From an optimization exercise on the open Yosys and OpenROAD flow, aimed at small area and a short achievable clock period; shortcuts taken in it are not production practice. RTL that was checked went through simulation tests only; none was proved equivalent to the original. Power figures rest on the tool's default switching activity, not on a simulated workload.

==> flow/design.v (excerpt) <==
module cluster_hwpe_tile #(
  parameter int unsigned OpndDepth = 4,
  parameter int unsigned ResDepth  = 4
) (
  input  logic                               clk_i,
  input  logic                               rst_n_i,
  input  logic                               wb_cyc_i,
  input  logic                               wb_stb_i,
  input  logic                               wb_we_i,
  input  logic [tile_cfg_pkg::WB_ADDR_W-1:0] wb_adr_i,
  input  logic [tile_cfg_pkg::WB_DATA_W-1:0] wb_dat_i,
  output logic [tile_cfg_pkg::WB_DATA_W-1:0] wb_dat_o,
  output logic                               wb_ack_o,
  output logic                               wb_err_o,
  output logic                               evt_o
);
  logic                                opnd_valid;
  logic                                opnd_ready;
  hwpe_pkg::operand_pair_t             opnd_data;
  logic                                eng_in_valid;
  logic                                eng_in_ready;
  hwpe_pkg::operand_pair_t             eng_in_data;
  hwpe_pkg::operand_pair_t             eng_in_next;
  logic                                eng_out_valid;
  logic                                eng_out_ready;
  hwpe_pkg::result_t                   eng_out_data;
  logic                                rf_valid;
  logic                                rf_ready;
  hwpe_pkg::result_t                   rf_data;
  logic                                head_valid;
  hwpe_pkg::result_t                   head_data;
  ...
clock: 10.0 ns
lec_check: 0
abc_clock_period_in_ps: 3500
cap_margin: 20
core_margin: 2
core_utilization: 40
slew_margin: 20
standard.sh (not shown) runs the stock make flow with config.mk's settings and CLKGATE_MAP_FILE= SYNTH_SCRIPT=/design/flow/synth_recipe.tcl, a recipe that flattens the netlist after the stock synthesis.
==> flow/flow/run.sh <==
#!/bin/bash
# Standard synthesis, then the standard layout with a tighter setup
# target for repair_timing (the clock and constraints are unchanged).
set -euo pipefail
MARGIN=${MARGIN:-7}
bash standard.sh synth > synth.log 2>&1
bash standard.sh SETUP_SLACK_MARGIN=$MARGIN "BUFFER_PORTS_ARGS=-buffer_cell sky130_fd_sc_hd__buf_2" finish > layout.log 2>&1
Edit:
Settings changed: TNS_END_PERCENT from default to 5.
After rerunning:
- critical path depth increases by 1
- final cell count came out lower by about 1.5%
- worst setup slack is worse by 0.10 ns
- utilization goes down by 2.2 points
- count of clock-buffer cells in the layout came out higher by 5
- total power went down by about 5.4%
- die area stays the same
- maximum frequency fell by about 3%
- final area is lower by about 4.6%
- non-clock buffer count goes down by 48
- global-route usage shrinks by 0.54 points
No run of this note included a check of the RTL's function; only the layout flow was run.


== v6 ==
cluster_hwpe_tile, a different RTL version from the one above (not shown whole).
For scale: ~2200 cells after synthesis, ~100 I/O pins, ~0.027 mm² of cells after synthesis.
## cluster_hwpe_tile
module cluster_hwpe_tile #(
  parameter int unsigned OpndDepth = 4,
  parameter int unsigned ResDepth  = 4
) (
  input  logic                               clk_i,
  input  logic                               rst_n_i,
  input  logic                               wb_cyc_i,
  input  logic                               wb_stb_i,
  input  logic                               wb_we_i,
  input  logic [tile_cfg_pkg::WB_ADDR_W-1:0] wb_adr_i,
  input  logic [tile_cfg_pkg::WB_DATA_W-1:0] wb_dat_i,
  output logic [tile_cfg_pkg::WB_DATA_W-1:0] wb_dat_o,
  output logic                               wb_ack_o,
  output logic                               wb_err_o,
  output logic                               evt_o
);
clock: 10.0 ns
lec_check: 0
abc_clock_period_in_ps: 3500
cap_margin: 20
core_margin: 2
core_utilization: 40
slew_margin: 20
==> flow/flow/run.sh <==
#!/bin/bash
# Standard synthesis, then the standard layout with a tighter setup
# target for repair_timing and plain buffers on the ports; each step logs
# to its own file here (the ORFS logs are under orfs/logs).
# The clock and constraints are unchanged.
set -euo pipefail
MARGIN=${MARGIN:-6.8}
bash standard.sh synth > synth.log 2>&1
bash standard.sh SETUP_SLACK_MARGIN=$MARGIN "BUFFER_PORTS_ARGS=-buffer_cell sky130_fd_sc_hd__buf_2" finish > layout.log 2>&1
v6 was carried through to the last stage, and its layout satisfied the timing, DRC and antenna checks.
## Diff of input files: v19 against v6
Settings: TNS_END_PERCENT now 20, previously not set.
-- flow/flow/run.sh --
<<< v6, line 3
# target for repair_timing and plain buffers on the ports; each step logs
# to its own file here (the ORFS logs are under orfs/logs).
# The clock and constraints are unchanged.
>>> v19, line 3
# target for repair_timing (the clock and constraints are unchanged).
<<< v6, line 7
MARGIN=${MARGIN:-6.8}
>>> v19, line 5
MARGIN=${MARGIN:-6.9}
Changes observed in v19 relative to v6: combinational fraction of design power +1.1 points, sequential share of power did not really move.
Relative to v6, slack of the critical path decreased by 48 ps in v19.
v19 vs v6 — shortest period the worst path allows rose 48 ps.
First-pass GRT wire length, v19 and v6, higher one = v19.
Summary of the comparison: routed wire length is higher in v19, relative to v6.
v6 → v19: final-layout non-clock buffer area share barely changed; via count of the first global-routing pass climbed about 1.4%.


Another version of the RTL of cluster_hwpe_tile (not shown whole).
Size: roughly 2100 cells after synthesis, about 470 flip-flops, roughly 100 I/O pins, ~26000 sq um of cells after synthesis.
Settings: LEC_CHECK=0, ABC_CLOCK_PERIOD_IN_PS=3500, CAP_MARGIN=20, CORE_MARGIN=2, CORE_UTILIZATION=40, CTS_CLUSTER_DIAMETER=140, CTS_CLUSTER_SIZE=22, SLEW_MARGIN=20; clock period 10.0 ns.
==> flow/flow/run.sh <==
#!/bin/bash
# Standard synthesis, then the standard layout with a tighter setup
# target for repair_timing and plain buffers on the ports; each step logs
# to its own file here (the ORFS logs are under orfs/logs).
# The clock and constraints are unchanged.
set -euo pipefail
MARGIN=${MARGIN:-6.7}
bash standard.sh synth > synth.log 2>&1
bash standard.sh SETUP_SLACK_MARGIN=$MARGIN "BUFFER_PORTS_ARGS=-buffer_cell sky130_fd_sc_hd__buf_2" finish > layout.log 2>&1
The baseline passed the timing, DRC and antenna checks.
Rerun with:
--- a/flow/flow/run.sh
+++ b/flow/flow/run.sh
@@ -7 +7 @@
-MARGIN=${MARGIN:-6.7}
+MARGIN=${MARGIN:-6.75}
Worst setup slack is worse by 0.0076 ns.
Global-route usage hardly moves.
Utilization increases by 0.18 points.
Total power increases by 0.48%.
Hold slack is about the same.
Routed wire length stays flat.
Sequential cell count stays the same.
Final cell count hardly moves.
Final area grows by 0.41%.
Synthesized area does not change.
Rerun with:
--- a/flow/flow/run.sh
+++ b/flow/flow/run.sh
@@ -7 +7 @@
-MARGIN=${MARGIN:-6.75}
+MARGIN=${MARGIN:-7.0}
- CTS_CLUSTER_DIAMETER: 140 -> 120
- CTS_CLUSTER_SIZE: 22 -> 24
- TNS_END_PERCENT: default -> 10
Effect: Synthesized area stays the same; worst setup slack is worse by 0.011 ns; core utilization falls by 0.15 points; power falls by 1.2%; final area falls by 0.33%; clock power is about the same.
Rerun with:
--- a/flow/flow/run.sh
+++ b/flow/flow/run.sh
@@ -7 +7 @@
-MARGIN=${MARGIN:-7.0}
+MARGIN=${MARGIN:-6.6}
- CTS_CLUSTER_DIAMETER: 120 -> 140
- CTS_CLUSTER_SIZE: 24 -> 26
- TNS_END_PERCENT: 10 -> default
The changed run went through all stages and came out clean.
Power shrinks by 1.6%.
Utilization shrinks by 0.67 points.
Wire length grows by 1.1%.


== run 1 ==
cluster_hwpe_tile, a different RTL version from the one above (not shown whole).
Size: about 470 flip-flops, roughly 100 I/O pins.
==> flow/config.mk <==
export PLATFORM = sky130hd
export DESIGN_NAME = cluster_hwpe_tile
export DESIGN_NICKNAME = cluster_hwpe_tile
export VERILOG_FILES = /design/flow/design.v
export SDC_FILE = /design/flow/constraint.sdc
export NUM_CORES = 4
export LEC_CHECK = 0
export ABC_CLOCK_PERIOD_IN_PS = 3500
export CAP_MARGIN = 20
export CORE_MARGIN = 2
export CORE_UTILIZATION = 40
export CTS_CLUSTER_DIAMETER = 120
export CTS_CLUSTER_SIZE = 24
export SLEW_MARGIN = 20
==> flow/constraint.sdc <==
create_clock -name core_clock -period 10.0 [get_ports {clk_i}]
set_input_delay 2.0000 -clock core_clock [delete_from_list [all_inputs] [get_ports {clk_i}]]
set_output_delay 2.0000 -clock core_clock [all_outputs]
set_load 0.01 [all_outputs]
==> flow/flow/run.sh <==
#!/bin/bash
# Standard synthesis, then the standard layout with a tighter setup
# target for repair_timing and plain buffers on the ports; each step logs
# to its own file here (the ORFS logs are under orfs/logs).
# The clock and constraints are unchanged.
set -euo pipefail
MARGIN=${MARGIN:-6.8}
bash standard.sh synth > synth.log 2>&1
bash standard.sh SETUP_SLACK_MARGIN=$MARGIN "BUFFER_PORTS_ARGS=-buffer_cell sky130_fd_sc_hd__buf_2" finish > layout.log 2>&1
In summary, run 1 completed successfully, with a layout that passed the timing, DRC and antenna checks.
## Diff of input files: run 2 against run 1
# run 1
export LEC_CHECK = 0
export ABC_CLOCK_PERIOD_IN_PS = 3500
export CAP_MARGIN = 20
export CORE_MARGIN = 2
export CORE_UTILIZATION = 40
export CTS_CLUSTER_DIAMETER = 120
export CTS_CLUSTER_SIZE = 24
export SLEW_MARGIN = 20
create_clock -name core_clock -period 10.0 [get_ports {clk_i}]
# run 2
export LEC_CHECK = 0
export ABC_CLOCK_PERIOD_IN_PS = 3500
export CAP_MARGIN = 20
export CORE_MARGIN = 2
export CORE_UTILIZATION = 55
export CTS_CLUSTER_DIAMETER = 120
export CTS_CLUSTER_SIZE = 24
export SLEW_MARGIN = 20
create_clock -name core_clock -period 10.0 [get_ports {clk_i}]
==> flow/flow/run.sh <==
#!/bin/bash
# Standard synthesis, then the standard layout with a tighter setup
# target for repair_timing (the clock and constraints are unchanged).
set -euo pipefail
MARGIN=${MARGIN:-6.8}
bash standard.sh synth > synth.log 2>&1
bash standard.sh SETUP_SLACK_MARGIN=$MARGIN "BUFFER_PORTS_ARGS=-buffer_cell sky130_fd_sc_hd__buf_2" finish > layout.log 2>&1
Results
Run 2 — final RePlAce weighted congestion about 4.4% higher, run 1 as reference. [run 2 vs run 1] routed metal-1 wirelength: lower in run 2. On total buffers and inverters traversed by the critical path, the lower figure sits with run 2, not run 1. Wire length delta for run 2 relative to run 1: about 2.4% lower.
Here is what was changed in the inputs of run 3 compared with run 2.
# run 2
export LEC_CHECK = 0
export ABC_CLOCK_PERIOD_IN_PS = 3500
export CAP_MARGIN = 20
export CORE_MARGIN = 2
export CORE_UTILIZATION = 55
export CTS_CLUSTER_DIAMETER = 120
export CTS_CLUSTER_SIZE = 24
export SLEW_MARGIN = 20
create_clock -name core_clock -period 10.0 [get_ports {clk_i}]
# run 3
export LEC_CHECK = 0
export ABC_CLOCK_PERIOD_IN_PS = 3500
export CAP_MARGIN = 0
export CORE_MARGIN = 2
export CORE_UTILIZATION = 40
export CTS_CLUSTER_DIAMETER = 120
export CTS_CLUSTER_SIZE = 24
export SLEW_MARGIN = 0
create_clock -name core_clock -period 10.0 [get_ports {clk_i}]
==> flow/flow/run.sh <==
#!/bin/bash
# Standard synthesis, then the standard layout with a tighter setup
# target for repair_timing (the clock and constraints are unchanged).
set -euo pipefail
MARGIN=${MARGIN:-6.6}
bash standard.sh synth > synth.log 2>&1
bash standard.sh SETUP_SLACK_MARGIN=$MARGIN "BUFFER_PORTS_ARGS=-buffer_cell sky130_fd_sc_hd__buf_2" finish > layout.log 2>&1
### Flow results
Compared with run 2, run 3 shows a pin count of the biggest net entering global routing that is 2 lower.
Startpoint of the worst setup timing path: i_opnd_fifo.mem_q[0][5]$_DFFE_PP_ -> run 3, i_opnd_fifo.mem_q[0][14]$_DFFE_PP_ -> run 2
Run 3 | status: complete | timing, DRC, antenna: pass
When run 3 is set beside run 2, its core utilization turns out to be 18 points smaller.
Per the comparison of run 3 with run 2, required time reported for the critical path endpoint closely matched the old numbers, global-route wire length before repair climbed about 1.4%, sum of routed wire length over all layers went up 780 um.
Relative to run 3, the following input files were edited for run 4:
# run 3
export LEC_CHECK = 0
export ABC_CLOCK_PERIOD_IN_PS = 3500
export CAP_MARGIN = 0
export CORE_MARGIN = 2
export CORE_UTILIZATION = 40
export CTS_CLUSTER_DIAMETER = 120
export CTS_CLUSTER_SIZE = 24
export SLEW_MARGIN = 0
create_clock -name core_clock -period 10.0 [get_ports {clk_i}]
# run 4
export LEC_CHECK = 0
export ABC_CLOCK_PERIOD_IN_PS = 3500
export CAP_MARGIN = 20
export CORE_MARGIN = 2
export CORE_UTILIZATION = 40
export CTS_CLUSTER_DIAMETER = 130
export CTS_CLUSTER_SIZE = 27
export SLEW_MARGIN = 20
create_clock -name core_clock -period 10.0 [get_ports {clk_i}]
==> flow/flow/run.sh <==
#!/bin/bash
# Standard synthesis, then the standard layout with a tighter setup
# target for repair_timing (the clock and constraints are unchanged).
set -euo pipefail
MARGIN=${MARGIN:-6.8}
bash standard.sh synth > synth.log 2>&1
bash standard.sh SETUP_SLACK_MARGIN=$MARGIN "BUFFER_PORTS_ARGS=-buffer_cell sky130_fd_sc_hd__buf_2" finish > layout.log 2>&1
--- outcome ---
Routed wire length was higher in the run labelled run 4. For the ratio of routed vias to standard cells, run 4 came in 0.028 higher than run 3 did. Cell count ends up higher on run 4.

[what the ideal ports hide]
The results above use ideal ports. As a check the final layouts listed here were re-extracted and re-timed, cells and wires unchanged. Step 1 (the two cells are an assumption about what drives the block):
set clk [get_ports {clk_i}]
set_driving_cell -lib_cell sky130_fd_sc_hd__clkbuf_16 $clk
set_driving_cell -lib_cell sky130_fd_sc_hd__buf_2 [delete_from_list [all_inputs] $clk]
Step 2 times the ports against the registers' clock, not the clock port: input delays grow and output delays shrink by t, the midpoint of the rising clock arrivals with the driver on. Three values: ideal, step 1, step 2; two values: the first two.
run | t, ns | setup slack, ns | slew at the worst register clock pin (ns)
the first run of note 1 | 0.667 | 6.731 / 6.731 / 6.357 | 0.07 / 0.07
the second run of note 1 | 0.655 | 6.628 / 6.628 / 6.276 | 0.07 / 0.07
v6 | 0.682 | 6.718 / 6.718 / 6.354 | 0.07 / 0.07
v19 | 0.671 | 6.670 / 6.670 / 6.141 | 0.07 / 0.07
the first run of note 3 | 0.647 | 6.741 / 6.741 / 6.244 | 0.10 / 0.10
the second run of note 3 | 0.649 | 6.733 / 6.733 / 6.236 | 0.11 / 0.11
the third run of note 3 | 0.643 | 6.722 / 6.722 / 6.459 | 0.11 / 0.11
the fourth run of note 3 | 0.637 | 6.719 / 6.719 / 6.227 | 0.12 / 0.12
run 1 | 0.657 | 6.580 / 6.580 / 6.286 | 0.10 / 0.10
run 2 | 0.654 | 6.535 / 6.535 / 6.280 | 0.11 / 0.11
run 3 | 0.633 | 6.570 / 6.570 / 6.141 | 0.11 / 0.11
run 4 | 0.645 | 6.562 / 6.562 / 6.317 | 0.11 / 0.11
After both steps setup and hold are still met in every run listed. The setup slack of v19, which loses most, moves by 0.000 ns with the drivers and by -0.529 ns with both steps.
